Source: an optimization exercise on an open RTL-to-GDS flow (aim: a short achievable clock period and few clock cycles). Production flows keep margins and buffers that such runs may drop.
Function was checked by simulation only, so behaviour that the tests miss may differ from the original.
Power is estimated from default activity; no workload was simulated.

<file path="config.mk">
export PLATFORM = sky130hd
export DESIGN_NAME = tracking_top
export DESIGN_NICKNAME = tracking_top
export VERILOG_FILES = /design/flow/design.v
export SDC_FILE = /design/flow/constraint.sdc
export NUM_CORES = 4
export LEC_CHECK = 0
export ABC_CLOCK_PERIOD_IN_PS = 2500
export CAP_MARGIN = 20
export CORE_MARGIN = 2
export CORE_UTILIZATION = 40
export SETUP_SLACK_MARGIN = 5
export SLEW_MARGIN = 20
</file>
<file path="constraint.sdc">
create_clock -name core_clock -period 8.0 [get_ports {crystal_clk_div_by_two}]
set_input_delay 1.6000 -clock core_clock [delete_from_list [all_inputs] [get_ports {crystal_clk_div_by_two}]]
set_output_delay 1.6000 -clock core_clock [all_outputs]
set_load 0.01 [all_outputs]
</file>
<file path="design.v">
package blob_mem_pkg;
	typedef logic [32-1:0] mem_word_t;
	typedef logic [18-1:0] mem_addr_t;
	typedef logic [7:0] color_code_t;     
	typedef logic [15:0] metric_t;        
	typedef logic [7:0] height_t;
	typedef logic [7:0] coord_t;
	typedef logic [15:0] centroid_sum_t;
	typedef struct packed {
		logic rd_en;
		mem_addr_t addr;
	} mem_rd_t;
	typedef struct packed {
		logic [32-9:0] spare;
		color_code_t code;
	} color_word_t;
	typedef struct packed {
		logic [32-25:0] spare;
		height_t height;
		metric_t size;
	} size_word_t;
	typedef struct packed {
		coord_t x;
		coord_t y;
		centroid_sum_t sum;
	} centroid_word_t;
endpackage
package tracking_pkg;
	typedef logic [16-1:0] blob_count_t;
	typedef logic [2:0] color_idx_t;     
	typedef logic [7:0] min_size_t;
	typedef enum logic {
		mode_biggest,     
		mode_highest      
	} metric_mode_t;
	typedef struct packed {
		blob_count_t blob_count;
		min_size_t min_size;
		metric_mode_t mode;
	} track_req_t;
	typedef struct packed {
		logic found;
		logic [7:0] x;
		logic [7:0] y;
		logic [15:0] sum;
		logic [15:0] metric;
	} slot_t;
	typedef logic [6*49-1:0] track_result_t;
	typedef enum logic [2:0] {
		st_idle,
		st_clear,
		st_read_color,
		st_read_metric,
		st_read_centroid,
		st_report
	} ctrl_state_t;
endpackage
`timescale 1ns/1ps
module tracking_top (
	input  logic          crystal_clk_div_by_two,
	input  logic          rst,
	input  logic          start_valid,
	input  logic [15:0]   start_count,
	input  logic [7:0]    start_min_size,
	input  logic          start_mode,
	output logic          start_ready,
	output logic          mem_rd_en,
	output logic [17:0]   mem_rd_addr,
	input  logic [31:0]   mem_rdata,
	output logic          result_valid,
	output logic [293:0]  result,
	input  logic          result_ready
);
	localparam int NC = 6;
	localparam int AW = 18;
	localparam logic [1:0] K_SIZE = 2'd0;
	localparam logic [1:0] K_COLOR = 2'd1;
	localparam logic [1:0] K_CENT = 2'd2;     
	localparam logic [1:0] K_SPEC = 2'd3;     
	logic srdy;                  
	logic busy;                  
	logic rv;                    
	logic mode;
	logic [15:0] rem;            
	logic more;                  
	logic [AW-1:0] na_s, na_c, na_x;     
	logic rd_en;
	logic [AW-1:0] rd_addr;
	logic [1:0] rd_kind;
	logic [NC-1:0] rd_col;       
	logic [AW-1:0] rd_caddr;     
	logic [AW-1:0] rd_xaddr;     
	logic [15:0] rd_m;           
	logic rd_max;                
	logic d_v;
	logic [1:0] d_kind;
	logic [NC-1:0] d_col;
	logic [AW-1:0] d_addr;
	logic [AW-1:0] d_caddr;
	logic [AW-1:0] d_xaddr;
	logic [15:0] d_m;
	logic d_max;
	logic q_size;                
	logic q_need;                
	logic [15:0] q_sm;           
	logic q_smax;
	logic [AW-1:0] q_caddr;      
	logic [AW-1:0] q_sxaddr;     
	logic q_color;               
	logic [NC-1:0] q_col;        
	logic [15:0] q_cm;           
	logic q_cmax;
	logic [AW-1:0] q_cxaddr;     
	logic [NC-1:0] q_gtb;        
	logic q_gtq;                 
	logic [NC-1:0] pupd;         
	logic [15:0] best [NC];      
	logic [AW-1:0] best_xaddr [NC];
	logic [NC-1:0] sat;          
	logic all_sat;
	logic [NC-1:0] dirty;        
	logic [NC-1:0] found;
	logic [15:0] res_metric [NC];
	logic [31:0] res_cent [NC];
	assign start_ready = srdy;
	assign result_valid = rv;
	assign mem_rd_en = rd_en;
	assign mem_rd_addr = rd_addr;
	genvar gc;
	generate
		for (gc = 0; gc < NC; gc++) begin : g_res
			assign result[49*gc +: 49] = {found[gc], res_cent[gc], res_metric[gc]};
		end
	endgenerate
	logic [NC-1:0] upd;
	always_comb begin
		for (int c = 0; c < NC; c++) begin
			upd[c] = q_color && q_col[c] && (pupd[c] ? q_gtq : q_gtb[c]);
		end
	end
	logic spec_hit;              
	assign spec_hit = d_v && (d_kind == K_SPEC);
	logic need_color;
	assign need_color = q_size && q_need;
	logic go_size;
	assign go_size = more && !all_sat;
	logic go_spec;
	assign go_spec = rd_en && (rd_kind == K_COLOR);
	logic [NC-1:0] pend;
	logic [NC-1:0] cand;
	logic [NC-1:0] pick;
	always_comb begin
		pend = q_color ? q_col : '0;
		cand = (|(dirty & ~pend)) ? (dirty & ~pend) : dirty;
		pick = cand & (~cand + 1'b1);     
	end
	logic [AW-1:0] pick_addr;
	always_comb begin
		pick_addr = '0;
		for (int c = 0; c < NC; c++) begin
			pick_addr = pick_addr | (pick[c] ? best_xaddr[c] : '0);
		end
	end
	logic done;
	assign done = busy && !go_size && !rd_en && !(d_v && (d_kind == K_SIZE || d_kind == K_COLOR))
		&& !q_size && !q_color && (dirty == '0);
	logic [15:0] in_metric;
	logic [7:0] in_height;
	logic [15:0] in_size;
	logic in_hok;
	logic [NC-1:0] in_gtb;
	assign in_height = mem_rdata[23:16];
	assign in_size = mem_rdata[15:0];
	assign in_hok = (in_height <= 8'(120));
	assign in_metric = mode ? (in_hok ? {8'd0, in_height} : 16'd0) : in_size;
	always_comb begin
		for (int c = 0; c < NC; c++) begin
			in_gtb[c] = mode ? (in_hok && ({8'd0, in_height} > best[c])) : (in_size > best[c]);
		end
	end
	logic [NC-1:0] in_col;
	always_comb begin
		for (int c = 0; c < NC; c++) begin
			in_col[c] = (mem_rdata[7:0] == 8'(c + 1));
		end
	end
	always_ff @(posedge crystal_clk_div_by_two) begin
		if (rst) begin
			srdy <= 1'b1;
			busy <= 1'b0;
			rv <= 1'b0;
			rd_en <= 1'b0;
			d_v <= 1'b0;
			q_size <= 1'b0;
			q_color <= 1'b0;
			more <= 1'b0;
			dirty <= '0;
		end else begin
			d_v <= rd_en;
			q_size <= d_v && d_kind == K_SIZE;
			q_color <= d_v && d_kind == K_COLOR;
			if (srdy) begin
				srdy <= !start_valid;
				busy <= start_valid;
				rd_en <= start_valid && (start_count != '0);
				rd_kind <= K_SIZE;
				more <= |start_count[15:1];
				all_sat <= start_mode && (start_min_size >= 8'(120));
				dirty <= '0;
			end else if (busy) begin
				rd_en <= 1'b0;
				if (need_color) begin
					rd_en <= 1'b1;
					rd_kind <= K_COLOR;
				end else if (go_size) begin
					rd_en <= 1'b1;
					rd_kind <= K_SIZE;
					more <= (rem != 16'd2);
				end else if (go_spec) begin
					rd_en <= 1'b1;
					rd_kind <= K_SPEC;
				end else if (dirty != '0) begin
					rd_en <= 1'b1;
					rd_kind <= K_CENT;
				end
				dirty <= (dirty & ~((!need_color && !go_size && !go_spec) ? pick : '0)
					& ~(spec_hit ? upd : '0)) | (spec_hit ? '0 : upd);
				all_sat <= &sat;
				if (done) begin
					busy <= 1'b0;
					rv <= 1'b1;
				end
			end else if (rv && result_ready) begin
				rv <= 1'b0;
				srdy <= 1'b1;
			end
		end
	end
	always_ff @(posedge crystal_clk_div_by_two) begin
		if (srdy) begin
			rd_addr <= AW'(200000 + 1);
			rd_caddr <= AW'(200000);
			rd_xaddr <= AW'(200000 + 2);
			na_s <= AW'(200000 + 4);
			na_c <= AW'(200000 + 3);
			na_x <= AW'(200000 + 5);
			rem <= start_count;
			mode <= start_mode;
		end else if (need_color) begin
			rd_addr <= q_caddr;
			rd_xaddr <= q_sxaddr;
			rd_m <= q_sm;
			rd_max <= q_smax;
		end else if (go_size) begin
			rd_addr <= na_s;
			rd_caddr <= na_c;
			rd_xaddr <= na_x;
			na_s <= na_s + AW'(3);
			na_c <= na_c + AW'(3);
			na_x <= na_x + AW'(3);
			rem <= rem - 1'b1;
		end else if (go_spec) begin
			rd_addr <= rd_xaddr;
		end else begin
			rd_addr <= pick_addr;
			rd_col <= pick;
		end
		d_kind <= rd_kind;
		d_col <= rd_col;
		d_addr <= rd_addr;
		d_caddr <= rd_caddr;
		d_xaddr <= rd_xaddr;
		d_m <= rd_m;
		d_max <= rd_max;
		q_need <= |in_gtb;
		q_sm <= in_metric;
		q_smax <= mode ? (in_height == 8'(120)) : (in_size == 16'hffff);
		q_caddr <= d_caddr;
		q_sxaddr <= d_xaddr;
		q_col <= in_col;
		q_cm <= d_m;
		q_cmax <= d_max;
		q_cxaddr <= d_xaddr;
		for (int c = 0; c < NC; c++) begin
			q_gtb[c] <= d_m > best[c];
		end
		q_gtq <= d_m > q_cm;
		pupd <= upd;
	end
	always_ff @(posedge crystal_clk_div_by_two) begin
		for (int c = 0; c < NC; c++) begin
			if (srdy) begin
				best[c] <= {8'd0, start_min_size};
				sat[c] <= start_mode && (start_min_size >= 8'(120));
				found[c] <= 1'b0;
				res_metric[c] <= '0;
				res_cent[c] <= '0;
			end else begin
				if (upd[c]) begin
					best[c] <= q_cm;
					best_xaddr[c] <= q_cxaddr;
					sat[c] <= q_cmax;
					found[c] <= 1'b1;
					res_metric[c] <= q_cm;
				end
				if ((upd[c] && spec_hit)
					|| (d_v && d_kind == K_CENT && d_col[c] && d_addr == best_xaddr[c])) begin
					res_cent[c] <= mem_rdata;
				end
			end
		end
	end
endmodule
</file>
<file path="run.sh">
#!/bin/bash
# synth_recipe.tcl (not shown) runs the flow's synth.tcl, then flattens the netlist and writes it again
# the make line also repeats each setting of config.mk as NAME=value (left out here)
make -C /OpenROAD-flow-scripts/flow DESIGN_CONFIG=/design/flow/config.mk WORK_HOME=/design/flow/orfs CLKGATE_MAP_FILE= SYNTH_SCRIPT=/design/flow/synth_recipe.tcl finish
</file>
==> notes.md, run 1 <==
Total GRT Usage - 25.0%
Die Y - 298 um
Routed vias/inst - 5.37
Worst-Skew Late Latency - 0.64 ns
Fill cells - 8,080
Lkg Pwr - 0.0186 uW
Initial antenna violation count - 10
Hold path startpoint - d_caddr[13]$_DFF_P_
Clk_skew - 0.0247 ns
Most frequent cells after synthesis - dfxtp_1, nand2_1, nor2_1
RSZ-0062 raised after global routing - true
CTS tree - built
Pre-CTS setup slack - 3.45 ns
Largest net degree at the start of global routing - 187
Hold Crit Class - register to register
Slowest stage delay, CP - 0.45 ns
Final setup vio count - 0
Ys async rst share - 0%
Vias - 26,300
Area growth syn-to-layout - 22.1%
Drt drc - 0
Final min period - 3.18 ns
Cell taking the most area after synthesis - dfxtp_1
DRT Pass-1 Iters - 8
Cells after synthesis - 3,370
R2r worst-path depth - 8
Post-Route WL - 114,000 um
Initial Utilization - 40.5%
IO Port Bufs - 375
Worst setup path start - mem_rdata[15]
Die X-Extent - 298 um
Met3 usage - 7.05%
Fin. Hold Viols - 0
Gr busiest metal - met2
YS warnings - 5
Largest family of logic cells by synthesized area - simple AND/OR/NAND/NOR gates
GP Congestion - 0.913
Post-Synth XOR/XNOR Area - 3.98%
F_max - 0.315 GHz
Final #Nets - 4,000
Least-Margin Pin Slew - 1.09 ns
Max-Cap Viols - 0
Routed WL per cell - 23.3 um
Peak supply drop - 0.168 mV
Mapped Avg Cell Area - 10.3 um^2
Top-count cell post-synth - dfxtp_1
FF+latch count, synth - 790
CP endpoint kind - register
Initial DRC count - 2,386
Cell variety after synth - 74
Core Box Area - 85,400 um^2
Synthesized cell area - 34,600 um^2
CP Depth - 10
Register area share after synthesis - 51.7%
Row Count - 107
Worst path cell trace - clkdlybuf4s50_1 -> buf_12 -> ha_1 -> and3_1 -> nand4_1 -> a21oi_1 -> nor4_1 -> o21ai_0 -> a22oi_2 -> a31oi_1
Area share of the largest cell type after synthesis - 33.9%
Crit-path max FO - 8
Clk root buf - clkbuf_16
Setup TNS - 0 ns
Number of global-route vias before repair - 25,200
Io pins - 376
Hold-critical path depth - 0
DPL Wire Length - 79,800 um
Worst flop-to-flop path startpoint - d_addr[8]$_DFF_P_
WHS Endpoint - q_caddr[13]$_DFF_P_
Worst reg-to-reg setup slack - 5.14 ns
Antenna viol nets, final - 0
First-pass GRT wire length - 168,000 um
Top post-synthesis cells by area - dfxtp_1, edfxtp_1, ha_1
Post-Synth Adder-Cell Area - 9.44%
CP max-delay cell - clkdlybuf4s50_1
Syn_nets - 3,692
H-tree levels - 3
Data required, critical path - 8.51 ns
Worst reg2reg path endpoint - res_cent[1][18]$_SDFFE_PP0P_
CP top delay family - buffers and inverters
Diodes inserted - 0
Kind of critical path - input pin to register
Hold bufs inserted after CTS - 0
Worst-case clock buffer depth - 3
CP Launch Type - input pin
Tcrit/Tclk final - 39.7%
Reg clk slew, reported paths - 0.06 ns
Number of synthesized flops with an enable pin - 205
Share of cells above drive strength 1 - 9.17%
Worst EP arrival - 3.69 ns
Compound-Gate Fraction of Synth Area - 10.5%
Pins Over Slew Limit - 0
Status - finished clean
Worst Path Buf+Inv - 2
Post-Synth Simple-Gate Area - 13.6%
Power per cell area - 214 nW/um^2
Die Area - 88,800 um^2
Post-synthesis mux area share - 6.27%
CTS sink cnt - 790
Top_reg_cell synth - dfxtp_1
Cts bufs inserted - 86
Rel. slew slack - 27.6%
GRT Residual Overflow - 0
Met1 Resource Use GR - 35.0%
Final worst slack - 4.82 ns
Final core occ - 49.4%
Grt met2 use - 37.9%
==> state kept, by name, summed over array words and instances, names as in the netlist, 48 cells and up <==
name        cells
best           96
res_cent      192
res_metric     48
best_xaddr    108
==> power breakdown <==
part | switching [uW] | leakage [uW] | internal (uW)
sequential | 69.8 | 0.00684 | 4190
clock | 1680 | 0.00146 | 2410
combinational | 450 | 0.0103 | 254
==> stage by stage <==
stage | power (uW) | hold slack [ns] | cells | cell area (um^2)
detailed placement | 5020 | 0.312 | 4715 | 39200
global placement | 5020 | 0.310 | 4715 | 39200
finish | 9060 | 0.313 | 4894 | 42200
CTS | 9120 | 0.318 | 4881 | 42000
floorplan | 4740 | 0.310 | 3370 | 34700
global route | 9370 | 0.324 | 4894 | 42200
==> per-layer routing <==
metal	part of all wire, %	wire (um)
met5	0.10	118
met4	2.6	2930
met2	43	49000
met1	46	51900
met3	8.7	9890
==> cells by family after synthesis <==
family | Yosys count
AO/OA/AOI/OAI | 550
XOR/XNOR | 157
adder cells (fa/ha/maj) | 261
buffers and inverters | 350
flip-flops | 790
multiplexers | 216
AND/OR/NAND/NOR | 1046
==> layout make-up <==
type                    count  area, um^2  area share [%]
clock buffers             122        2560            6.05
clock inverters            38         408           0.966
inverters                 134         509            1.21
multi-input cells        2230       15400            36.5
flip-flops and latches    790       17900            42.5
well taps                1144        1430            3.39
repair buffers            435        3960            9.37
repair inverters            1        5.00          0.0118
==> placed cells by master, fill, tap and decap left out, types with 32 or more instances in the layout <==
master / instances
a221o_1: 34
ha_1: 254
dlygate4sd2_1: 297
dfxtp_2: 39
clkdlybuf4s50_1: 41
a21o_1: 46
nor2b_1: 32
mux2i_1: 210
nor2_1: 330
dfxtp_1: 542
buf_4: 46
nand3_1: 71
xor2_1: 62
clkbuf_16: 90
nor4_1: 38
xnor2_1: 95
nand2_1: 364
nand4_1: 75
edfxtp_1: 205
o21ai_0: 104
nor3_1: 50
inv_1: 131
a21oi_1: 190
==> timing repair <==
action,in CTS,in global routing
gates resized for setup,421,75
buffers inserted,5,13
endpoints found under the setup margin,459,123
pin swaps,2,10
cloned,1,0
==> worst max-delay path by stage <==
stage,endpoint
4_1_cts,q_need$_DFF_P_
3_3_place_gp,q_need$_DFF_P_
2_1_floorplan,q_need$_DFF_P_
6_report,q_need$_DFF_P_
3_5_place_dp,q_need$_DFF_P_
5_1_grt,q_need$_DFF_P_
==> worst reg2reg max path, cell delays in order, from the launching register on <==
cell     delay, ns
dfxtp_1       0.57
xor2_1        0.12
nor4_1        0.44
nand3_1       0.19
nor4_2        0.61
a21oi_4       0.05
buf_4         0.35
mux2i_1       0.31
nor2_1        0.07
Testbench counts, summed over its fixed seeds: cycles 20,368.
==> run 2: changes to the inputs <==
==> flow/run.sh (new file) <==
#!/bin/bash
set -uo pipefail
MARGIN=${FLOW_SETUP_MARGIN:-5.5}
sed "s/SETUP_SLACK_MARGIN=[0-9.]*/SETUP_SLACK_MARGIN=${MARGIN}/" standard.sh > standard_tight.sh
bash standard_tight.sh > standard_tight.log 2>&1
rc=$?
mkdir -p orfs_logs
cp -r orfs/logs/. orfs_logs/ 2>/dev/null
exit $rc
==> standard.sh (new file) <==
#!/bin/bash
# synth_recipe.tcl (not shown) runs the flow's synth.tcl, then flattens the netlist and writes it again
# the make line also repeats each setting of config.mk as NAME=value (left out here)
make -C /OpenROAD-flow-scripts/flow DESIGN_CONFIG=/design/flow/config.mk WORK_HOME=/design/flow/orfs CLKGATE_MAP_FILE= SYNTH_SCRIPT=/design/flow/synth_recipe.tcl "${@:-finish}"
removed: run.sh
==> run 2 against run 1 <==
- die area stayed put
- sequential share of layout area fell by 1.7 points
- fmax rose by 11%
- largest cell class unchanged
- clock skew grew 0.0019 ns
- combinational power grew 8.0%
- largest power group unchanged
- critical endpoint unchanged
- total power down 0.82%
- sequential power about the same
- register-to-register slack better by 0.32 ns
- count of clock-buffer cells in the layout up 4
- first-iteration DRC count is 17% lower
==> notes.md, run 2 <==
Post-route cell area - 45,200 um^2
Number of flip-flops in the largest register - 192
Final min period - 2.85 ns
Drt drc - 0
Worst reg2reg path endpoint - rd_addr[8]$_SDFF_PP1_
Cells after synthesis - 3,370
Final #Nets - 4,118
Worst EP arrival - 3.37 ns
Least-Margin Pin Slew - 1.02 ns
Number of synthesized flops with an enable pin - 205
Tcrit/Tclk final - 35.7%
Routed vias/inst - 5.34
Area share of the largest cell type after synthesis - 33.9%
Pre-CTS setup slack - 3.62 ns
Die X-Extent - 298 um
Pins Over Slew Limit - 0
Antenna viol nets, final - 0
Status - finished clean
WHS Endpoint - q_caddr[16]$_DFF_P_
Die Y - 298 um
Total GRT Usage - 24.9%
Commonest non-fill, non-tap cell in the layout - nand2_1
Diodes inserted - 0
Power per cell area - 199 nW/um^2
Fin. Hold Viols - 0
FF+latch count, synth - 790
Io pins - 376
H-tree levels - 3
Setup TNS - 0 ns
Placed cell count - 4,718
GRT Residual Overflow - 0
IO Port Bufs - 375
Worst-case clock buffer depth - 3
Data required, critical path - 8.51 ns
Share of cells above drive strength 1 - 29.3%
Top post-synthesis cells by area - dfxtp_1, edfxtp_1, ha_1
Worst-Skew Late Latency - 0.65 ns
Final Total Pwr - 8980 uW
Initial Utilization - 40.5%
Initial DRC count - 1,980
Post-Layout Cell Count - 5,011
F_max - 0.350 GHz
Initial antenna violation count - 5
R2r worst-path depth - 7
CP endpoint kind - register
Cell variety after synth - 74
CP Launch Type - input pin
Max-Cap Viols - 0
Clk root buf - clkbuf_16
Post-Route WL - 115,000 um
Worst reg-to-reg setup slack - 5.46 ns
Row Count - 107
Biggest register - res_cent
Ys async rst share - 0%
Worst flop-to-flop path startpoint - dirty[2]$_SDFFE_PP0P_
YS warnings - 5
GP Congestion - 0.890
Top Registers - res_cent (192), best_xaddr (108), best (96)
Core Box Area - 85,400 um^2
Clk_skew - 0.0266 ns
Number of global-route vias before repair - 25,400
First-pass GRT wire length - 168,000 um
Synthesized cell area - 34,600 um^2
DRT Pass-1 Iters - 6
Most frequent cells in the layout - nand2_1, buf_6, nor2_1, dfxtp_2, dfxtp_1
Vias - 26,700
Lkg Pwr - 0.0189 uW
Area growth syn-to-layout - 30.7%
Final setup vio count - 0
Syn_nets - 3,692
Cts bufs inserted - 86
Routed WL per cell - 22.9 um
Peak supply drop - 0.182 mV
CTS sink cnt - 790
Area after DPL - 39,400 um^2
Hold Crit Class - register to register
Hold path startpoint - d_caddr[16]$_DFF_P_
Crit-path max FO - 7
Most frequent cells after synthesis - dfxtp_1, nand2_1, nor2_1
Hold-critical path depth - 0
Cell taking the most area after synthesis - dfxtp_1
Top_reg_cell synth - dfxtp_1
Final worst slack - 5.15 ns
Mapped Avg Cell Area - 10.3 um^2
Die Area - 88,800 um^2
Register area share after synthesis - 51.7%
Top-count cell post-synth - dfxtp_1
Reg clk slew, reported paths - 0.06 ns
DPL Wire Length - 78,400 um
Rel. slew slack - 32.3%
Largest net degree at the start of global routing - 102
RSZ-0062 raised after global routing - true
CTS tree - built
Kind of critical path - input pin to register
==> run 2: cell count changes in the layout (fill, tap and decap cells not counted), moves of 11 or more <==
cell             before  now
buf_6                 3  332
dfxtp_1             542  254
dfxtp_2              39  276
nor4_1               38   24
dfxtp_4               4   55
clkdlybuf4s15_2      12    1
dlygate4sd2_1       297    2
ha_4                  7   38
clkbuf_1             13   26
clkdlybuf4s50_1      41   28
ha_1                254  222
buf_4                46  150
clkbuf_2             11    0
==> run 2: final cells by class <==
cell class              instances  area, um^2
multi-input cells            2231       16300
repair buffers                549        5660
inverters                     134         529
repair inverters                4        20.0
clock inverters                33         337
clock buffers                 126        2500
flip-flops and latches        790       18400
well taps                    1144        1430
fillers                      7667       40200
==> run 2: report_power, final <==
| group | internal, uW | switching (uW) | total [uW] |
|---|---|---|---|
| clock | 2320 | 1660 | 3980 |
| combinational | 292 | 467 | 759 |
| sequential | 4180 | 69.3 | 4250 |
==> run 2: worst max-delay path by stage <==
stage | end | cells past startpoint | start | slack (ns)
floorplan | q_need$_DFF_P_ | 6 | mem_rdata[14] | 5.05
global placement | q_need$_DFF_P_ | 9 | mem_rdata[17] | 3.62
detailed placement | q_need$_DFF_P_ | 9 | mem_rdata[5] | 3.62
CTS | q_need$_DFF_P_ | 10 | mem_rdata[11] | 5.20
global route | q_need$_DFF_P_ | 9 | mem_rdata[10] | 5.03
finish | q_need$_DFF_P_ | 9 | mem_rdata[10] | 5.15
==> run 2: routing by layer <==
| metal | routed length (um) | up-vias | share of wire [%] | GRT usage [%] |
|---|---|---|---|---|
| li1 | - | 12700 | - | - |
| met5 | 39 | - | 0.034 | 0 |
| met2 | 50200 | 962 | 44 | 37.6 |
| met4 | 2210 | 6 | 1.9 | 5.90 |
| met1 | 52600 | 12900 | 46 | 35.4 |
| met3 | 9740 | 138 | 8.5 | 6.56 |
==> run 2: cells by family after synthesis <==
| family | count (synthesis) | synth area share, % |
|---|---|---|
| AOI/OAI and AO/OA | 550 | 10.5 |
| xor gates and xnor gates | 157 | 3.98 |
| adders and majority gates | 261 | 9.44 |
| buffers and inverters | 350 | 4.57 |
| DFF | 790 | 51.7 |
| muxes | 216 | 6.27 |
| and+or+nand+nor | 1046 | 13.6 |
==> run 2: what timing repair did <==
item | 4_1_cts | 5_1_grt
gates cloned | 3 | 2
pin swaps | 36 | 28
setup buffers | 101 | 28
hold buffers | 0 | 0
gates resized for setup | 2252 | 80
setup endpoints to repair | 734 | 644
==> run 2: stage by stage <==
step | util, % | hold slack, ns
after floorplan | - | 0.310
after global placement | 46.1 | 0.310
after detailed placement | 46.1 | 0.312
after CTS | 52.2 | 0.321
after global routing | 52.9 | 0.327
final | 52.9 | 0.320
==> run 2: critical path: stages <==
cell and delay (ns):
buf_2 0.12, buf_12 0.15, buf_4 0.14, ha_1 0.29, nand4_1 0.17, nor4_4 0.34, o221ai_2 0.15, nor4_2 0.29
a31oi_1 0.11
==> run 3: changes to the inputs <==
--- a/design.v
+++ b/design.v
@@ -82,2 +82,3 @@
 	logic rv;                    
+	logic clr;                   
 	logic mode;
@@ -120,2 +121,3 @@
 	logic all_sat;
+	logic [15:0] min_best;       
 	logic [NC-1:0] dirty;        
@@ -165,3 +167,3 @@
 	assign done = busy && !go_size && !rd_en && !(d_v && (d_kind == K_SIZE || d_kind == K_COLOR))
-		&& !q_size && !q_color && (dirty == '0);
+		&& !need_color && !(q_color && !spec_hit) && (dirty == '0);
 	logic [15:0] in_metric;
@@ -170,3 +172,3 @@
 	logic in_hok;
-	logic [NC-1:0] in_gtb;
+	logic in_need;
 	assign in_height = mem_rdata[23:16];
@@ -175,5 +177,21 @@
 	assign in_metric = mode ? (in_hok ? {8'd0, in_height} : 16'd0) : in_size;
+	assign in_need = mode ? (in_hok && ({8'd0, in_height} > min_best)) : (in_size > min_best);
+	logic [NC-1:0] is_min;
+	logic [15:0] min_next;
 	always_comb begin
-		for (int c = 0; c < NC; c++) begin
-			in_gtb[c] = mode ? (in_hok && ({8'd0, in_height} > best[c])) : (in_size > best[c]);
+		min_next = '0;
+		for (int i = 0; i < NC; i++) begin
+			is_min[i] = 1'b1;
+			for (int j = 0; j < NC; j++) begin
+				if (j < i && !(best[i] < best[j])) is_min[i] = 1'b0;
+				if (j > i && !(best[i] <= best[j])) is_min[i] = 1'b0;
+			end
+			min_next = min_next | (is_min[i] ? best[i] : '0);
+		end
+	end
+	always_ff @(posedge crystal_clk_div_by_two) begin
+		if (!busy) begin
+			min_best <= {8'd0, start_min_size};
+		end else begin
+			min_best <= min_next;
 		end
@@ -191,2 +209,3 @@
 			rv <= 1'b0;
+			clr <= 1'b1;
 			rd_en <= 1'b0;
@@ -198,2 +217,3 @@
 		end else begin
+			clr <= rv && result_ready;
 			d_v <= rd_en;
@@ -239,3 +259,3 @@
 	always_ff @(posedge crystal_clk_div_by_two) begin
-		if (srdy) begin
+		if (!busy) begin
 			rd_addr <= AW'(200000 + 1);
@@ -274,3 +294,3 @@
 		d_max <= rd_max;
-		q_need <= |in_gtb;
+		q_need <= in_need;
 		q_sm <= in_metric;
@@ -291,5 +311,3 @@
 		for (int c = 0; c < NC; c++) begin
-			if (srdy) begin
-				best[c] <= {8'd0, start_min_size};
-				sat[c] <= start_mode && (start_min_size >= 8'(120));
+			if (clr) begin
 				found[c] <= 1'b0;
@@ -297,2 +315,6 @@
 				res_cent[c] <= '0;
+			end
+			if (!busy) begin
+				best[c] <= {8'd0, start_min_size};
+				sat[c] <= start_mode && (start_min_size >= 8'(120));
 			end else begin
==> run 3 against run 2 <==
- clock skew is essentially flat
- clock power grew 4%
- count of clock-buffer cells in the layout grew 3
- total power grew 9.5%
- synthesized area grew 14%
- fmax shrank 4.3%
- worst setup slack lost 0.13 ns
- die area grew 14%
- still clean on timing, DRC and antenna
- hold slack gained 0.00092 ns
- register-to-register slack lost 0.44 ns
- sequential cell count grew 65
- critical path type is now register to register
- non-clock buffer count grew 61
- critical endpoint is now min_best[14]$_SDFF_PN0_
==> notes.md, run 3 <==
Hold bufs inserted after CTS - 0
Top-count cell post-synth - dfxtp_1
Final setup vio count - 0
Biggest register - res_cent
Most frequent cells in the layout - o21ai_0, ha_1, buf_6, dfxtp_2, dfxtp_1
DPL Wire Length - 95,800 um
Top post-synthesis cells by area - dfxtp_1, edfxtp_1, ha_1
CP Launch Type - register
CP endpoint kind - register
Mapped Avg Cell Area - 10.2 um^2
Antenna viol nets, final - 0
Setup TNS - 0 ns
IO Port Bufs - 375
Worst-Skew Late Latency - 0.67 ns
Synthesized cell area - 39,400 um^2
Initial DRC count - 3,407
Pins Over Slew Limit - 0
Reg clk slew, reported paths - 0.06 ns
Final #Nets - 4,824
Rel. slew slack - 36.9%
CP top delay family - simple AND/OR/NAND/NOR gates
Max-Cap Viols - 0
CTS tree - built
Top Registers - res_cent (192), best_xaddr (108)
Initial antenna violation count - 13
Slowest stage delay, CP - 0.63 ns
Cell variety after synth - 82
Routed vias/inst - 5.67
Row Count - 115
H-tree levels - 3
Cell taking the most area after synthesis - dfxtp_1
Area of the multi-input gates - 20,200 um^2
FF+latch count, synth - 855
Kind of critical path - register to register
GRT Residual Overflow - 0
Vias - 32,600
F_max - 0.335 GHz
Reg area - 19,700 um^2
Final Total Pwr - 9840 uW
Final min period - 2.98 ns
Clk root buf - clkbuf_16
Worst EP arrival - 3.49 ns
Post-Route WL - 138,000 um
Ys async rst share - 0%
Area growth syn-to-layout - 30.8%
GP Congestion - 0.933
First-pass GRT wire length - 202,000 um
Worst path cell trace - ha_1 -> nand4_1 -> or4_4 -> a21oi_4 -> nor3_2 -> o2111ai_2 -> nor3_4 -> buf_6 -> buf_12 -> a32oi_1 -> a31oi_1
Number of global-route vias before repair - 30,700
DRT Pass-1 Iters - 6
Register area share after synthesis - 48.7%
Die Y - 318 um
Commonest non-fill, non-tap cell in the layout - o21ai_0
Number of flip-flops in the largest register - 192
Syn_nets - 4,306
Die X-Extent - 318 um
Most frequent cells after synthesis - dfxtp_1, o21ai_0, ha_1
Number of synthesized flops with an enable pin - 205
Top_reg_cell synth - dfxtp_1
Power per cell area - 191 nW/um^2
Cells after synthesis - 3,864
Fill cells - 8,730
Io pins - 376
YS warnings - 5
Routed WL per cell - 24.1 um
Area share of the largest cell type after synthesis - 33.0%
Hold Crit Class - register to register
Crit-path max FO - 6
Cts bufs inserted - 89
Total GRT Usage - 26.2%
Worst-case clock buffer depth - 3
Worst Path Buf+Inv - 2
Tcrit/Tclk final - 37.3%
Clk_skew - 0.0267 ns
Least-Margin Pin Slew - 0.945 ns
Drt drc - 0
Status - finished clean
Data required, critical path - 8.51 ns
Peak supply drop - 0.167 mV
CP max-delay cell - or4_4
Core Box Area - 98,000 um^2
Initial Utilization - 40.2%
Die Area - 101,000 um^2
CTS sink cnt - 855
Largest net degree at the start of global routing - 112
RSZ-0062 raised after global routing - true
Share of cells above drive strength 1 - 29.6%
Lkg Pwr - 0.0202 uW
Fin. Hold Viols - 0
run 3: cell count changes in the layout (fill, tap and decap cells not counted), sizes merged, moves of 47 or more:
cell,previous run,this run
mux2i,210,56
o21ai,116,413
buf,507,554
nor2,334,224
dfxtp,585,650
inv,136,201
nand3b,2,284
ha,261,381
nand2,365,201
run 3: power breakdown:
group	internal, uW	switching (uW)	total (uW)
combinational	471	641	1110
clock	2340	1790	4140
sequential	4490	94.7	4590
total	7310	2530	9840
run 3: metal layers:
metal	share of wire [%]	GRT usage, %	vias to the layer above
li1	-	-	15200
met1	44	36.5	15600
met2	43	39.5	1454
met3	9.7	6.44	313
met4	4.2	9.26	16
met5	0.078	0	-
run 3: cell type report:
cell class	instances	share of cell area, %
Timing Repair Buffer	610	12.3
Sequential cell	855	38.2
Tap cell	1287	3.12
Multi-Input combinational cell	2628	39.2
Antenna cell	2	0.00971
Inverter	198	1.50
Clock buffer	129	5.05
Clock inverter	34	0.634
run 3: final timing paths:
| kind | from | to | slack [ns] | cells after the start |
|---|---|---|---|---|
| max | best[5][4]$_DFFE_PP_ | min_best[14]$_SDFF_PN0_ | 5.02 | 11 |
| min | d_caddr[12]$_DFF_P_ | q_caddr[12]$_DFF_P_ | 0.32 | 0 |
| max reg2reg | best[5][4]$_DFFE_PP_ | min_best[14]$_SDFF_PN0_ | 5.02 | 11 |
| min reg2reg | d_caddr[12]$_DFF_P_ | q_caddr[12]$_DFF_P_ | 0.32 | 0 |
run 3: through the flow:
| stage | cell area, um^2 | std cells | hold slack [ns] | util, % | setup slack, ns |
|---|---|---|---|---|---|
| 2_1_floorplan | 39500 | 3864 | 0.310 | - | 4.94 |
| 3_3_place_gp | 44600 | 5391 | 0.310 | 45.5 | 4.13 |
| 3_5_place_dp | 44600 | 5391 | 0.312 | 45.5 | 4.13 |
| 4_1_cts | 50100 | 5658 | 0.323 | 51.2 | 5.12 |
| 5_1_grt | 51500 | 5741 | 0.326 | 52.6 | 5.00 |
| 6_report | 51500 | 5743 | 0.321 | 52.6 | 5.02 |
run 3: cell families after synthesis:
group                      share of synthesized area, %
AOI/OAI and AO/OA                                  15.1
xor gates and xnor gates                           3.58
adders and majority gates                          12.1
buffers and inverters                              3.77
DFF                                                48.7
muxes                                              1.68
and+or+nand+nor                                    15.1
run 3: what timing repair did:
action                      CTS  global route
pin swaps                    52            63
setup endpoints to repair   771           578
buffers inserted            100            79
gates cloned                  4             4
resized for setup          2285           153
Testbench counts of run 3, summed over its fixed seeds: cycles 20,316.
==> run 4: changes to the inputs <==
--- a/design.v
+++ b/design.v
@@ -91,2 +91,3 @@
 	logic [NC-1:0] rd_col;       
+	logic rd_cok;                
 	logic [AW-1:0] rd_caddr;     
@@ -98,3 +99,3 @@
 	logic [NC-1:0] d_col;
-	logic [AW-1:0] d_addr;
+	logic d_cok;
 	logic [AW-1:0] d_caddr;
@@ -150,10 +151,4 @@
 	assign go_spec = rd_en && (rd_kind == K_COLOR);
-	logic [NC-1:0] pend;
-	logic [NC-1:0] cand;
 	logic [NC-1:0] pick;
-	always_comb begin
-		pend = q_color ? q_col : '0;
-		cand = (|(dirty & ~pend)) ? (dirty & ~pend) : dirty;
-		pick = cand & (~cand + 1'b1);     
-	end
+	assign pick = dirty & (~dirty + 1'b1);
 	logic [AW-1:0] pick_addr;
@@ -178,16 +173,19 @@
 	assign in_need = mode ? (in_hok && ({8'd0, in_height} > min_best)) : (in_size > min_best);
-	logic [NC-1:0] is_min;
+	logic [15:0] mb [3];
+	logic [2:0] is_min;
 	logic [15:0] min_next;
 	always_comb begin
-		min_next = '0;
-		for (int i = 0; i < NC; i++) begin
-			is_min[i] = 1'b1;
-			for (int j = 0; j < NC; j++) begin
-				if (j < i && !(best[i] < best[j])) is_min[i] = 1'b0;
-				if (j > i && !(best[i] <= best[j])) is_min[i] = 1'b0;
-			end
-			min_next = min_next | (is_min[i] ? best[i] : '0);
-		end
+		is_min[0] = (mb[0] <= mb[1]) && (mb[0] <= mb[2]);
+		is_min[1] = (mb[1] < mb[0]) && (mb[1] <= mb[2]);
+		is_min[2] = (mb[2] < mb[0]) && (mb[2] < mb[1]);
+		min_next = (is_min[0] ? mb[0] : '0) | (is_min[1] ? mb[1] : '0) | (is_min[2] ? mb[2] : '0);
 	end
 	always_ff @(posedge crystal_clk_div_by_two) begin
+		for (int k = 0; k < 3; k++) begin
+			if (!busy) begin
+				mb[k] <= {8'd0, start_min_size};
+			end else begin
+				mb[k] <= (best[2*k] <= best[2*k+1]) ? best[2*k] : best[2*k+1];
+			end
+		end
 		if (!busy) begin
@@ -286,2 +284,3 @@
 			rd_col <= pick;
+			rd_cok <= !(|(pick & upd));
 		end
@@ -289,3 +288,3 @@
 		d_col <= rd_col;
-		d_addr <= rd_addr;
+		d_cok <= rd_cok && !(|(rd_col & upd));
 		d_caddr <= rd_caddr;
@@ -328,3 +327,3 @@
 				if ((upd[c] && spec_hit)
-					|| (d_v && d_kind == K_CENT && d_col[c] && d_addr == best_xaddr[c])) begin
+					|| (d_v && d_kind == K_CENT && d_col[c] && d_cok)) begin
 					res_cent[c] <= mem_rdata;
==> run 4 against run 3 <==
- still clean
- cell count shrank 5.4%
- sequential power grew 6.1%
- worst setup slack gained 0.20 ns
- clock skew grew 0.0040 ns
- count of clock-buffer cells in the layout shrank 2
- sequential share of layout area grew 4.8 points
- die area shrank 6.1%
- hold slack gained 0.0036 ns
- clock power grew 9.7%
- critical endpoint is now start_ready
- largest power group unchanged
==> notes.md, run 4 <==
Status - finished clean
Cts bufs inserted - 95
Core Box Area - 91,700 um^2
Io pins - 376
Die Y - 308 um
Final worst slack - 5.22 ns
Most frequent cells after synthesis - dfxtp_1, nand2_1, o21ai_0
Sw Ratio - 25.9%
H-tree levels - 3
Area share of the largest cell type after synthesis - 36.9%
Register area share after synthesis - 53.6%
Row Count - 111
P_sw - 2730 uW
Fin. Hold Viols - 0
Reg clk slew, reported paths - 0.06 ns
Biggest register - res_cent
CTS sink cnt - 887
Antenna viol nets, final - 0
Final min period - 2.78 ns
Number of flip-flops in the largest register - 192
Flop pwr share - 46.2%
Data required, critical path - 6.40 ns
Hold path startpoint - d_xaddr[12]$_DFF_P_
Post-Route WL - 116,000 um
Total GRT Usage - 23.9%
Worst setup path start - srdy$_SDFF_PP1_
Max-Cap Viols - 0
Number of synthesized flops with an enable pin - 206
Vias - 28,900
Cell variety after synth - 70
Worst-case clock buffer depth - 3
Share of cells above drive strength 1 - 25.2%
Final setup vio count - 0
Internal power - 7810 uW
Setup TNS - 0 ns
Worst Path Buf+Inv - 1
GP Congestion - 0.903
Power share of the combinational group - 10.8%
Final #Nets - 4,461
CP Launch Type - register
Initial Utilization - 40.3%
Area growth syn-to-layout - 27.5%
Ys async rst share - 0%
Least-Margin Pin Slew - 1.01 ns
CP top delay family - flip-flops
Clk_skew - 0.0307 ns
Routed vias/inst - 5.33
F_max - 0.360 GHz
Initial DRC count - 2,159
Top-count cell post-synth - dfxtp_1
Cell taking the most area after synthesis - dfxtp_1
Most frequent cells in the layout - nand2_1, o21ai_0, dfxtp_1, buf_6, dfxtp_2
First-pass GRT wire length - 175,000 um
Tcrit/Tclk final - 34.7%
YS warnings - 6
Mapped Avg Cell Area - 9.81 um^2
Synthesized cell area - 37,000 um^2
Initial antenna violation count - 5
Die Area - 94,800 um^2
Top post-synthesis cells by area - dfxtp_1, edfxtp_1, ha_1
Peak supply drop - 0.162 mV
IO Port Bufs - 375
Worst flop-to-flop path startpoint - mb[0][14]$_SDFF_PN0_
Largest net degree at the start of global routing - 103
Drt drc - 0
Hold bufs inserted after CTS - 0
Worst EP arrival - 1.18 ns
Clk root buf - clkbuf_16
CTS tree - built
Hold Crit Class - register to register
Top Registers - res_cent (192), best_xaddr (108)
RSZ-0062 raised after global routing - true
Kind of critical path - register to output pin
Worst-Skew Late Latency - 0.68 ns
FF+latch count, synth - 887
Pins Over Slew Limit - 0
CP endpoint kind - output pin
Slowest stage delay, CP - 0.39 ns
GRT Residual Overflow - 0
Syn_nets - 4,065
Rel. slew slack - 32.4%
Worst path cell trace - buf_6
DRT Pass-1 Iters - 6
Number of global-route vias before repair - 27,600
Crit-path max FO - 2
Lkg Pwr - 0.0181 uW
DPL Wire Length - 79,100 um
Top_reg_cell synth - dfxtp_1
Cells after synthesis - 3,767
Worst reg-to-reg setup slack - 5.55 ns
Clock share of power - 43.1%
CP max-delay cell - dfxtp_4
Die X-Extent - 308 um
Power per cell area - 224 nW/um^2
Pre-CTS setup slack - 4.16 ns
Commonest non-fill, non-tap cell in the layout - nand2_1
Routed WL per cell - 21.4 um
run 4: cell types whose count changed after synthesis, moves of 23 or more:
cell / change
dfxtp_1: +31
o2111a_1: +23
nand3b_1: -186
ha_1: -144
nor2_1: -114
nand4_1: -41
mux2i_1: -26
xnor2_1: -74
nor3_1: +42
nand2_1: +306
nand2b_1: +185
xor2_1: -36
run 4: metal layers:
layer	share of wire, %	track usage (%)	vias to the layer above
li1	-	-	14100
met1	46	33.5	13800
met2	45	37.1	882
met3	7.6	5.63	134
met4	2.1	6.09	2
met5	0.0086	0	-
run 4: repair_timing:
item	CTS	global route
pin swaps	7	16
gates cloned	6	1
resized for setup	2124	98
setup buffers	37	51
setup endpoints to repair	926	651
run 4: final timing paths:
check / cells after the start / end
setup / recovery: 1 / start_ready
hold / removal: 0 / q_cxaddr[12]$_DFF_P_
setup reg to reg: 10 / min_best[7]$_DFF_P_
hold reg to reg: 0 / q_cxaddr[12]$_DFF_P_
run 4: layout make-up:
class	instances	area, um^2
clock buffers	127	2700
inverters	204	821
multi-input cells	2464	16100
repair inverters	6	45.0
diodes	1	2.50
flip-flops and latches	887	20300
well taps	1186	1480
clock inverters	51	561
repair buffers	505	5190
fillers	8385	44500
run 4: kinds of logic (layout without fill, tap and decap cells):
| family | after synthesis | count (layout) | synth area share [%] |
|---|---|---|---|
| adders and majority gates | 237 | 237 | 8.02 |
| muxes | 32 | 32 | 0.873 |
| and+or+nand+nor | 1250 | 1251 | 17.1 |
| DFF | 887 | 887 | 53.6 |
| buffers and inverters | 417 | 893 | 4.46 |
| AOI/OAI and AO/OA | 893 | 893 | 14.7 |
| xor gates and xnor gates | 51 | 51 | 1.21 |
| other | 0 | 1 | 0 |
run 4: power by group through the flow:
stage,clock network (uW),registers (uW),logic [uW]
6_report,4540,4870,1140
5_1_grt,4800,4880,1250
4_1_cts,4620,4860,1120
3_5_place_dp,0,4960,1050
3_3_place_gp,0,4960,1040
2_1_floorplan,0,4910,716
run 4: metrics by stage:
step / hold slack (ns) / instances / cell area [um^2] / total power, uW / utilization [%]
after floorplan: 0.310 / 3767 / 37100 / 5630 / -
after global placement: 0.310 / 5156 / 41800 / 6000 / 45.6
after detailed placement: 0.312 / 5157 / 41800 / 6010 / 45.6
after CTS: 0.324 / 5378 / 46500 / 10600 / 50.8
after global routing: 0.325 / 5430 / 47100 / 10900 / 51.4
final: 0.325 / 5431 / 47100 / 10500 / 51.4
Testbench counts of run 4, summed over its fixed seeds: cycles 20,376.
==> run 5: changes to the inputs <==
--- a/flow/run.sh
+++ b/flow/run.sh
@@ -2,3 +2,3 @@
 set -uo pipefail
-MARGIN=${FLOW_SETUP_MARGIN:-5.5}
+MARGIN=${FLOW_SETUP_MARGIN:-5.6}
 sed "s/SETUP_SLACK_MARGIN=[0-9.]*/SETUP_SLACK_MARGIN=${MARGIN}/" standard.sh > standard_tight.sh
--- a/config.mk
+++ b/config.mk
@@ -10,3 +10,3 @@
 export CORE_MARGIN = 2
-export CORE_UTILIZATION = 40
+export CORE_UTILIZATION = 60
 export SETUP_SLACK_MARGIN = 5
==> run 5 against run 4 <==
- synthesized cell count stayed put
- clock skew is 0.0052 ns lower
- combinational power is 7% higher
- register-to-register slack better by 0.02 ns
- clock power is 4% lower
- still clean on timing, DRC and antenna
- first-iteration DRC count is 34% higher
- sequential share of layout area is 0.080 points higher
- via count is 6.4% higher
- largest cell class unchanged
==> notes.md, run 5 <==
Routed WL per cell - 23.7 um
Cells after synthesis - 3,767
Cts bufs inserted - 89
DPL Wire Length - 79,600 um
F_max - 0.366 GHz
Biggest register - res_cent
CTS tree - built
YS warnings - 6
Lkg Pwr - 0.0182 uW
H-tree levels - 3
Clk root buf - clkbuf_16
Commonest non-fill, non-tap cell in the layout - nand2_1
Drt drc - 0
Initial antenna violation count - 6
Clk_skew - 0.0255 ns
Number of flip-flops in the largest register - 192
Routed vias/inst - 6.09
Least-Margin Pin Slew - 1.12 ns
Area growth syn-to-layout - 27.1%
Io pins - 376
Top-count cell post-synth - dfxtp_1
Syn_nets - 4,065
Peak supply drop - 0.195 mV
DRT Pass-1 Iters - 5
Worst EP arrival - 1.13 ns
Initial DRC count - 2,897
Kind of critical path - register to output pin
Post-Layout Cell Count - 5,055
Worst-Skew Late Latency - 0.65 ns
Rel. slew slack - 25.1%
First-pass GRT wire length - 176,000 um
FF+latch count, synth - 887
Ys async rst share - 0%
Final core occ - 77.5%
Number of global-route vias before repair - 29,700
Status - finished clean
Register area share after synthesis - 53.6%
Tcrit/Tclk final - 34.2%
Post-route cell area - 47,000 um^2
Fin. Hold Viols - 0
Synthesized cell area - 37,000 um^2
Worst-case clock buffer depth - 3
Antenna viol nets, final - 0
CP Launch Type - register
Hold bufs inserted after CTS - 0
Placed cell count - 4,738
IO Port Bufs - 375
CP max-delay cell - dfxtp_2
Fill cells - 3,939
CTS sink cnt - 887
Row Count - 90
Setup TNS - 0 ns
Vias - 30,800
RSZ-0062 raised after global routing - true
Core Box Area - 60,600 um^2
Worst path cell trace - buf_6
Data required, critical path - 6.40 ns
Final #Nets - 4,491
Total GRT Usage - 36.0%
Most frequent cells after synthesis - dfxtp_1, nand2_1, o21ai_0
Final min period - 2.73 ns
Largest net degree at the start of global routing - 133
Top_reg_cell synth - dfxtp_1
Pins Over Slew Limit - 0
Reg clk slew, reported paths - 0.07 ns
CP endpoint kind - output pin
Max-Cap Viols - 0
Slowest stage delay, CP - 0.37 ns
CP top delay family - flip-flops
Worst Path Buf+Inv - 1
Final setup vio count - 0
GP Congestion - 0.974
Die Y - 252 um
GRT Residual Overflow - 0
Area share of the largest cell type after synthesis - 36.9%
Initial Utilization - 61.0%
Power per cell area - 222 nW/um^2
Share of cells above drive strength 1 - 26.4%
Hold slack final - 0.313 ns
Number of synthesized flops with an enable pin - 206
Crit-path max FO - 2
Top post-synthesis cells by area - dfxtp_1, edfxtp_1, ha_1
Area after DPL - 41,200 um^2
Top Registers - res_cent (192), best_xaddr (108)
Most frequent cells in the layout - nand2_1, o21ai_0, dfxtp_1, dfxtp_2, buf_6
Die X-Extent - 252 um
Die Area - 63,600 um^2
Mapped Avg Cell Area - 9.81 um^2
Post-Route WL - 120,000 um
Hold Crit Class - register to register
Cell taking the most area after synthesis - dfxtp_1
Cell variety after synth - 70
-- run 5: cell counts after synthesis --
No cell type changed its count.
-- run 5: cells by family after synthesis --
family          count (synthesis)  synth area share (%)
fa+ha+maj                     237                  8.02
compound gates                893                  14.7
xor+xnor                       51                  1.21
buf+inv                       417                  4.46
flops                         887                  53.6
mux                            32                 0.873
simple gates                 1250                  17.1
-- run 5: stage by stage --
| step | setup WS, ns | total power [uW] |
|---|---|---|
| 3_3_place_gp | 4.33 | 5970 |
| 4_1_cts | 5.25 | 10300 |
| 2_1_floorplan | 5.23 | 5630 |
| 3_5_place_dp | 4.24 | 6000 |
| 6_report | 5.27 | 10500 |
| 5_1_grt | 5.25 | 10700 |
-- run 5: final timing paths --
| check | startpoint | end | slack [ns] | depth (start not counted) |
|---|---|---|---|---|
| max | res_cent[2][18]$_DFF_P_ | result[132] | 5.27 | 1 |
| min | d_xaddr[3]$_DFF_P_ | q_cxaddr[3]$_DFF_P_ | 0.31 | 0 |
| max reg2reg | rd_kind[1]$_SDFFCE_PP0P_ | dirty[5]$_SDFFE_PP0P_ | 5.57 | 6 |
| min reg2reg | d_xaddr[3]$_DFF_P_ | q_cxaddr[3]$_DFF_P_ | 0.31 | 0 |
-- run 5: where the power goes --
group / switching [uW] / internal [uW]
clock network: 1780 / 2580
registers: 117 / 4750
logic: 758 / 459
total: 2660 / 7790
-- run 5: area by class of cell --
cell class | count | area, um^2 | share of cell area (%)
Multi-Input combinational cell | 2468 | 16400 | 35.0
Timing Repair inverter | 6 | 45.0 | 0.0959
Clock buffer | 135 | 2680 | 5.70
Clock inverter | 32 | 413 | 0.879
Timing Repair Buffer | 537 | 5370 | 11.4
Sequential cell | 887 | 20200 | 43.1
Inverter | 204 | 820 | 1.74
Antenna cell | 4 | 10.0 | 0.0213
Tap cell | 782 | 978 | 2.08
-- run 5: what timing repair did --
action / in CTS / in global routing
endpoints found under the setup margin: 1032 / 655
cloned: 9 / 3
buffers inserted: 52 / 82
gates resized for setup: 2208 / 118
pin swaps: 15 / 21
-- run 5: metal layers --
metal / global-route usage (%) / wire [um] / up-vias
met1: 45.8 / 46200 / 14800
met4: 16.3 / 5670 / 4
met5: 0 / 33 / -
met3: 9.00 / 12000 / 345
li1: - / - / 14100
met2: 58.1 / 55800 / 1479
==> run 6: changes to the inputs <==
--- a/flow/run.sh
+++ b/flow/run.sh
@@ -2,3 +2,3 @@
 set -uo pipefail
-MARGIN=${FLOW_SETUP_MARGIN:-5.6}
+MARGIN=${FLOW_SETUP_MARGIN:-5.8}
 sed "s/SETUP_SLACK_MARGIN=[0-9.]*/SETUP_SLACK_MARGIN=${MARGIN}/" standard.sh > standard_tight.sh
--- a/config.mk
+++ b/config.mk
@@ -7,6 +7,6 @@
 export LEC_CHECK = 0
-export ABC_CLOCK_PERIOD_IN_PS = 2500
+export ABC_CLOCK_PERIOD_IN_PS = 2000
 export CAP_MARGIN = 20
 export CORE_MARGIN = 2
-export CORE_UTILIZATION = 60
+export CORE_UTILIZATION = 70
 export SETUP_SLACK_MARGIN = 5
==> run 6 against run 5 <==
- the flow now stops in 5_1_grt
- synthesized cell count stayed put
- synthesized area is the same
==> notes.md, run 6 <==
Exit stage - 5_1_grt
Total GRT Usage - 82.9%
Mapped Avg Cell Area - 9.81 um^2
DPL Wire Length - 79,900 um
Ys async rst share - 0%
Worst ep type - primary output
Die Y - 234 um
Status - aborted with a tool error
Run Error - [ERROR GRT-0232] Routing congestion too high. Check the congestion heatmap in the GUI.
Io pins - 376
CTS sink cnt - 887
Area share of the largest cell type after synthesis - 36.9%
GRT worst endpoint - result[154]
Cell taking the most area after synthesis - dfxtp_1
Top-count cell post-synth - dfxtp_1
Syn_nets - 4,065
FF+latch count, synth - 887
GP Congestion - 0.989
GRT Residual Overflow - 485
Initial Utilization - 70.6%
Cts bufs inserted - 84
Cell variety after synth - 70
Top_reg_cell synth - dfxtp_1
Worst-case clock buffer depth - 3
Die X-Extent - 234 um
Top post-synthesis cells by area - dfxtp_1, edfxtp_1, ha_1
Pre-CTS setup slack - 4.26 ns
Largest net degree at the start of global routing - 112
Row Count - 84
H-tree levels - 3
IO Port Bufs - 375
Hold bufs inserted after CTS - 0
Register area share after synthesis - 53.6%
Clk root buf - clkbuf_16
Most frequent cells after synthesis - dfxtp_1, nand2_1, o21ai_0
Cells after synthesis - 3,767
Number of synthesized flops with an enable pin - 206
YS warnings - 6
Synthesized cell area - 37,000 um^2
-- run 6: cell counts after synthesis --
Identical to the previous run, type by type.
-- run 6: worst max-delay path by stage --
stage	endpoint	slack [ns]	cells after the start
after floorplan	q_col[3]$_DFF_P_	5.23	4
after global placement	q_need$_DFF_P_	4.30	8
after detailed placement	q_need$_DFF_P_	4.26	8
after CTS	result[88]	5.25	1
-- run 6: power groups by stage --
stage | logic, uW | registers [uW] | clock network [uW]
after CTS | 1240 | 4860 | 4030
after floorplan | 727 | 4910 | 0
after global placement | 986 | 4960 | 0
after detailed placement | 1030 | 4970 | 0
-- run 6: stage by stage --
step | hold WS, ns | instance area (um^2) | instances
2_1_floorplan | 0.310 | 37300 | 3767
3_3_place_gp | 0.310 | 41200 | 4649
3_5_place_dp | 0.312 | 41200 | 4649
4_1_cts | 0.327 | 47200 | 4945
-- run 6: logic make-up after synthesis --
group	count (synthesis)	synth area share (%)
buffers and inverters	417	4.46
and+or+nand+nor	1250	17.1
adders and majority gates	237	8.02
xor gates and xnor gates	51	1.21
muxes	32	0.873
DFF	887	53.6
AOI/OAI and AO/OA	893	14.7
-- run 6: timing repair --
action / CTS
cloned: 14
resized for setup: 2445
hold endpoints to repair: 0
setup buffers: 128
endpoints found under the setup margin: 1051
pin swaps: 79
-- run 6: per-layer routing --
layer  global-route usage, %  overflow
met3                    69.8        15
met4                    86.5       195
met5                    43.1        10
met2                    97.5       242
met1                    81.1        23
==> run 7: changes to the inputs <==
--- a/design.v
+++ b/design.v
@@ -82,3 +82,2 @@
 	logic rv;                    
-	logic clr;                   
 	logic mode;
@@ -91,3 +90,2 @@
 	logic [NC-1:0] rd_col;       
-	logic rd_cok;                
 	logic [AW-1:0] rd_caddr;     
@@ -99,3 +97,3 @@
 	logic [NC-1:0] d_col;
-	logic d_cok;
+	logic [AW-1:0] d_addr;
 	logic [AW-1:0] d_caddr;
@@ -104,2 +102,9 @@
 	logic d_max;
+	logic r_v;
+	logic [1:0] r_kind;
+	logic [31:0] r_data;
+	logic [AW-1:0] r_caddr;
+	logic [AW-1:0] r_xaddr;
+	logic [15:0] r_m;
+	logic r_max;
 	logic q_size;                
@@ -122,3 +127,2 @@
 	logic all_sat;
-	logic [15:0] min_best;       
 	logic [NC-1:0] dirty;        
@@ -144,3 +148,3 @@
 	logic spec_hit;              
-	assign spec_hit = d_v && (d_kind == K_SPEC);
+	assign spec_hit = r_v && (r_kind == K_SPEC);
 	logic need_color;
@@ -151,4 +155,10 @@
 	assign go_spec = rd_en && (rd_kind == K_COLOR);
+	logic [NC-1:0] pend;
+	logic [NC-1:0] cand;
 	logic [NC-1:0] pick;
-	assign pick = dirty & (~dirty + 1'b1);
+	always_comb begin
+		pend = q_color ? q_col : '0;
+		cand = (|(dirty & ~pend)) ? (dirty & ~pend) : dirty;
+		pick = cand & (~cand + 1'b1);     
+	end
 	logic [AW-1:0] pick_addr;
@@ -162,3 +172,3 @@
 	assign done = busy && !go_size && !rd_en && !(d_v && (d_kind == K_SIZE || d_kind == K_COLOR))
-		&& !need_color && !(q_color && !spec_hit) && (dirty == '0);
+		&& !(r_v && (r_kind == K_SIZE || r_kind == K_COLOR)) && !need_color && !(q_color && !spec_hit) && (dirty == '0);
 	logic [15:0] in_metric;
@@ -167,29 +177,10 @@
 	logic in_hok;
-	logic in_need;
-	assign in_height = mem_rdata[23:16];
-	assign in_size = mem_rdata[15:0];
+	logic [NC-1:0] in_gtb;
+	assign in_height = r_data[23:16];
+	assign in_size = r_data[15:0];
 	assign in_hok = (in_height <= 8'(120));
 	assign in_metric = mode ? (in_hok ? {8'd0, in_height} : 16'd0) : in_size;
-	assign in_need = mode ? (in_hok && ({8'd0, in_height} > min_best)) : (in_size > min_best);
-	logic [15:0] mb [3];
-	logic [2:0] is_min;
-	logic [15:0] min_next;
 	always_comb begin
-		is_min[0] = (mb[0] <= mb[1]) && (mb[0] <= mb[2]);
-		is_min[1] = (mb[1] < mb[0]) && (mb[1] <= mb[2]);
-		is_min[2] = (mb[2] < mb[0]) && (mb[2] < mb[1]);
-		min_next = (is_min[0] ? mb[0] : '0) | (is_min[1] ? mb[1] : '0) | (is_min[2] ? mb[2] : '0);
-	end
-	always_ff @(posedge crystal_clk_div_by_two) begin
-		for (int k = 0; k < 3; k++) begin
-			if (!busy) begin
-				mb[k] <= {8'd0, start_min_size};
-			end else begin
-				mb[k] <= (best[2*k] <= best[2*k+1]) ? best[2*k] : best[2*k+1];
-			end
-		end
-		if (!busy) begin
-			min_best <= {8'd0, start_min_size};
-		end else begin
-			min_best <= min_next;
+		for (int c = 0; c < NC; c++) begin
+			in_gtb[c] = mode ? (in_hok && ({8'd0, in_height} > best[c])) : (in_size > best[c]);
 		end
@@ -199,3 +190,3 @@
 		for (int c = 0; c < NC; c++) begin
-			in_col[c] = (mem_rdata[7:0] == 8'(c + 1));
+			in_col[c] = (r_data[7:0] == 8'(c + 1));
 		end
@@ -207,5 +198,5 @@
 			rv <= 1'b0;
-			clr <= 1'b1;
 			rd_en <= 1'b0;
 			d_v <= 1'b0;
+			r_v <= 1'b0;
 			q_size <= 1'b0;
@@ -215,6 +206,6 @@
 		end else begin
-			clr <= rv && result_ready;
 			d_v <= rd_en;
-			q_size <= d_v && d_kind == K_SIZE;
-			q_color <= d_v && d_kind == K_COLOR;
+			r_v <= d_v;
+			q_size <= r_v && r_kind == K_SIZE;
+			q_color <= r_v && r_kind == K_COLOR;
 			if (srdy) begin
@@ -257,3 +248,3 @@
 	always_ff @(posedge crystal_clk_div_by_two) begin
-		if (!busy) begin
+		if (srdy) begin
 			rd_addr <= AW'(200000 + 1);
@@ -284,3 +275,2 @@
 			rd_col <= pick;
-			rd_cok <= !(|(pick & upd));
 		end
@@ -288,3 +278,3 @@
 		d_col <= rd_col;
-		d_cok <= rd_cok && !(|(rd_col & upd));
+		d_addr <= rd_addr;
 		d_caddr <= rd_caddr;
@@ -293,15 +283,21 @@
 		d_max <= rd_max;
-		q_need <= in_need;
+		r_kind <= d_kind;
+		r_data <= mem_rdata;
+		r_caddr <= d_caddr;
+		r_xaddr <= d_xaddr;
+		r_m <= d_m;
+		r_max <= d_max;
+		q_need <= |in_gtb;
 		q_sm <= in_metric;
 		q_smax <= mode ? (in_height == 8'(120)) : (in_size == 16'hffff);
-		q_caddr <= d_caddr;
-		q_sxaddr <= d_xaddr;
+		q_caddr <= r_caddr;
+		q_sxaddr <= r_xaddr;
 		q_col <= in_col;
-		q_cm <= d_m;
-		q_cmax <= d_max;
-		q_cxaddr <= d_xaddr;
+		q_cm <= r_m;
+		q_cmax <= r_max;
+		q_cxaddr <= r_xaddr;
 		for (int c = 0; c < NC; c++) begin
-			q_gtb[c] <= d_m > best[c];
+			q_gtb[c] <= r_m > best[c];
 		end
-		q_gtq <= d_m > q_cm;
+		q_gtq <= r_m > q_cm;
 		pupd <= upd;
@@ -310,3 +306,5 @@
 		for (int c = 0; c < NC; c++) begin
-			if (clr) begin
+			if (srdy) begin
+				best[c] <= {8'd0, start_min_size};
+				sat[c] <= start_mode && (start_min_size >= 8'(120));
 				found[c] <= 1'b0;
@@ -314,6 +312,2 @@
 				res_cent[c] <= '0;
-			end
-			if (!busy) begin
-				best[c] <= {8'd0, start_min_size};
-				sat[c] <= start_mode && (start_min_size >= 8'(120));
 			end else begin
@@ -326,4 +320,5 @@
 				end
-				if ((upd[c] && spec_hit)
-					|| (d_v && d_kind == K_CENT && d_col[c] && d_cok)) begin
+				if (upd[c] && spec_hit) begin
+					res_cent[c] <= r_data;
+				end else if (d_v && d_kind == K_CENT && d_col[c] && d_addr == best_xaddr[c]) begin
 					res_cent[c] <= mem_rdata;
--- a/flow/run.sh
+++ b/flow/run.sh
@@ -2,3 +2,3 @@
 set -uo pipefail
-MARGIN=${FLOW_SETUP_MARGIN:-5.8}
+MARGIN=${FLOW_SETUP_MARGIN:-5.5}
 sed "s/SETUP_SLACK_MARGIN=[0-9.]*/SETUP_SLACK_MARGIN=${MARGIN}/" standard.sh > standard_tight.sh
--- a/config.mk
+++ b/config.mk
@@ -7,6 +7,8 @@
 export LEC_CHECK = 0
-export ABC_CLOCK_PERIOD_IN_PS = 2000
+export ABC_CLOCK_PERIOD_IN_PS = 2500
 export CAP_MARGIN = 20
 export CORE_MARGIN = 2
-export CORE_UTILIZATION = 70
+export CORE_UTILIZATION = 40
+export CTS_CLUSTER_DIAMETER = 100
+export CTS_CLUSTER_SIZE = 30
 export SETUP_SLACK_MARGIN = 5
==> run 7 against run 6 <==
- now clean on timing, DRC and antenna
- synthesized cell count is 2.6% lower
- synthesized area grew 3.9%
==> notes.md, run 7 <==
DPL Wire Length - 85,100 um
Post-route cell area - 47,700 um^2
Setup TNS - 0 ns
Ys async rst share - 0%
Reg area - 20,200 um^2
Io pins - 376
Clk_skew - 0.0360 ns
Lkg Pwr - 0.0190 uW
Top Registers - res_cent (192), best_xaddr (108), best (96)
Least-Margin Pin Slew - 0.983 ns
Final min period - 2.86 ns
CTS tree - built
Data required, critical path - 6.40 ns
Final #Nets - 4,389
Mapped Avg Cell Area - 10.5 um^2
Top-count cell post-synth - dfxtp_1
Die Area - 98,500 um^2
Syn_nets - 3,990
Reg clk slew, reported paths - 0.11 ns
Post-Route WL - 128,000 um
Grt met2 use - 39.6%
Most frequent cells in the layout - nand2_1, buf_6, dfxtp_1, nor2_1, dfxtp_2
Hold bufs inserted after CTS - 0
Final setup vio count - 0
GP Congestion - 0.911
Crit-path max FO - 3
Area of the multi-input gates - 18,000 um^2
Peak supply drop - 0.137 mV
IO Port Bufs - 375
Share of cells above drive strength 1 - 29.7%
Core Box Area - 95,000 um^2
Clk root buf - clkbuf_16
Antenna viol nets, final - 0
Gr busiest metal - met2
Cells after synthesis - 3,668
Area growth syn-to-layout - 24.4%
H-tree levels - 2
Biggest register - res_cent
Total GRT Usage - 24.9%
Top post-synthesis cells by area - dfxtp_1, edfxtp_1, ha_1
Routed WL per cell - 23.9 um
Die Y - 314 um
Tcrit/Tclk final - 35.8%
Vias - 29,200
Cts bufs inserted - 38
Initial Utilization - 40.4%
Status - finished clean
Area after DPL - 43,200 um^2
Commonest non-fill, non-tap cell in the layout - nand2_1
Initial antenna violation count - 4
Worst EP arrival - 1.26 ns
Kind of critical path - register to output pin
Met3 usage - 4.60%
Synthesized cell area - 38,400 um^2
DRT Pass-1 Iters - 6
Row Count - 113
Drt drc - 0
Number of global-route vias before repair - 28,100
GRT Residual Overflow - 0
Register area share after synthesis - 51.1%
Most frequent cells after synthesis - dfxtp_1, nand2_1, nor2_1
Number of synthesized flops with an enable pin - 205
Rel. slew slack - 34.1%
CTS sink cnt - 878
CP Launch Type - register
F_max - 0.349 GHz
Pins Over Slew Limit - 0
Cell taking the most area after synthesis - dfxtp_1
Cell variety after synth - 77
Area share of the largest cell type after synthesis - 35.1%
Power per cell area - 166 nW/um^2
Number of flip-flops in the largest register - 192
Hold slack final - 0.318 ns
Die X-Extent - 314 um
CP endpoint kind - output pin
Max-Cap Viols - 0
YS warnings - 5
Routed vias/inst - 5.46
RSZ-0062 raised after global routing - true
Largest net degree at the start of global routing - 104
Worst-Skew Late Latency - 0.63 ns
Top_reg_cell synth - dfxtp_1
Initial DRC count - 2,674
Met1 Resource Use GR - 35.0%
FF+latch count, synth - 878
Worst-case clock buffer depth - 3
Hold Crit Class - register to register
Final Total Pwr - 7900 uW
Fill cells - 8,637
First-pass GRT wire length - 185,000 um
Fin. Hold Viols - 0
[run 7: cell count changes after synthesis, sizes merged, moves of 52 or more]
cell and change:
inv -71, mux2i +164, nand2b -171, mux2 +166, o21ai -324, nand3b -91, nand2 -130, nor2 +214
xnor2 +79, a211oi +52
[run 7: layer usage]
metal	part of all wire, %	up-vias
met2	45	1073
met5	0.022	-
met4	2.3	4
met1	45	14200
met3	7.6	169
li1	-	13800
[run 7: layout make-up]
| class | instances | share of cell area, % |
|---|---|---|
| Timing Repair Buffer | 584 | 13.0 |
| Clock buffer | 54 | 2.20 |
| Antenna cell | 3 | 0.0157 |
| Inverter | 137 | 1.11 |
| Multi-Input combinational cell | 2428 | 37.7 |
| Sequential cell | 878 | 42.3 |
| Clock inverter | 12 | 0.372 |
| Tap cell | 1265 | 3.32 |
[run 7: cells by family after synthesis]
logic type,synth area share (%)
flops,51.1
mux,9.99
xor+xnor,3.51
fa+ha+maj,8.51
buf+inv,4.20
simple gates,12.6
compound gates,10.1
[run 7: path summary, 6_finish.rpt]
check                           slack, ns                from                      to  depth (start not counted)
worst max register to register       5.37  q_color$_SDFF_PP0_  rd_addr[16]$_SDFF_PP1_                         12
worst min register to register       0.32      d_m[4]$_DFF_P_          r_m[4]$_DFF_P_                          0
worst min-delay path                 0.32      d_m[4]$_DFF_P_          r_m[4]$_DFF_P_                          0
worst max-delay path                 5.14     srdy$_SDFF_PP1_             start_ready                          2
[run 7: metrics by stage]
step	setup WS (ns)	util (%)	instances
2_1_floorplan	5.60	-	3668
6_report	5.14	50.2	5361
5_1_grt	5.09	50.2	5360
3_3_place_gp	4.28	45.5	5136
3_5_place_dp	4.26	45.5	5136
4_1_cts	5.10	49.1	5290
[run 7: where the power goes]
group / total [uW] / leakage (uW) / switching, uW / internal, uW
Combinational: 705 / 0.0109 / 409 / 295
Clock: 2480 / 0.000586 / 1500 / 976
Sequential: 4720 / 0.00751 / 103 / 4620
[run 7: repair_timing]
action,4_1_cts,5_1_grt
setup endpoints to repair,767,477
cloned,7,4
pin swaps,10,37
resized for setup,2164,114
buffers inserted,81,64
[run 7: critical path: stages, from the launching register on]
cell     delay, ns
dfxtp_4       0.39
buf_16        0.14
buf_6         0.11
Testbench counts of run 7, summed over its fixed seeds: cycles 20,496.

what the ideal ports hide:
The results above use ideal ports. As a check the final layouts listed here were re-extracted and re-timed, cells and wires unchanged.
Step 1, drivers: a clkbuf_16 drives crystal_clk_div_by_two and a buf_2 each remaining input, both assumed.
Step 2 times the ports against the registers' clock, not the clock port: input delays grow and output delays shrink by t, the midpoint of the rising clock arrivals with the driver on.
Three values: ideal ports, drivers, drivers and shift; two values: the first two.
| run | shift t [ns] | setup WS [ns] |
|---|---|---|
| run 1 | 0.695 | 4.823 / 4.867 / 4.172 |
| run 2 | 0.702 | 5.146 / 5.171 / 4.481 |
| run 3 | 0.722 | 5.018 / 5.018 / 4.714 |
| run 4 | 0.734 | 5.221 / 5.156 / 4.778 |
| run 5 | 0.698 | 5.268 / 5.206 / 4.900 |
| run 7 | 0.678 | 5.137 / 5.073 / 4.813 |
After both steps every run listed still meets setup and hold.
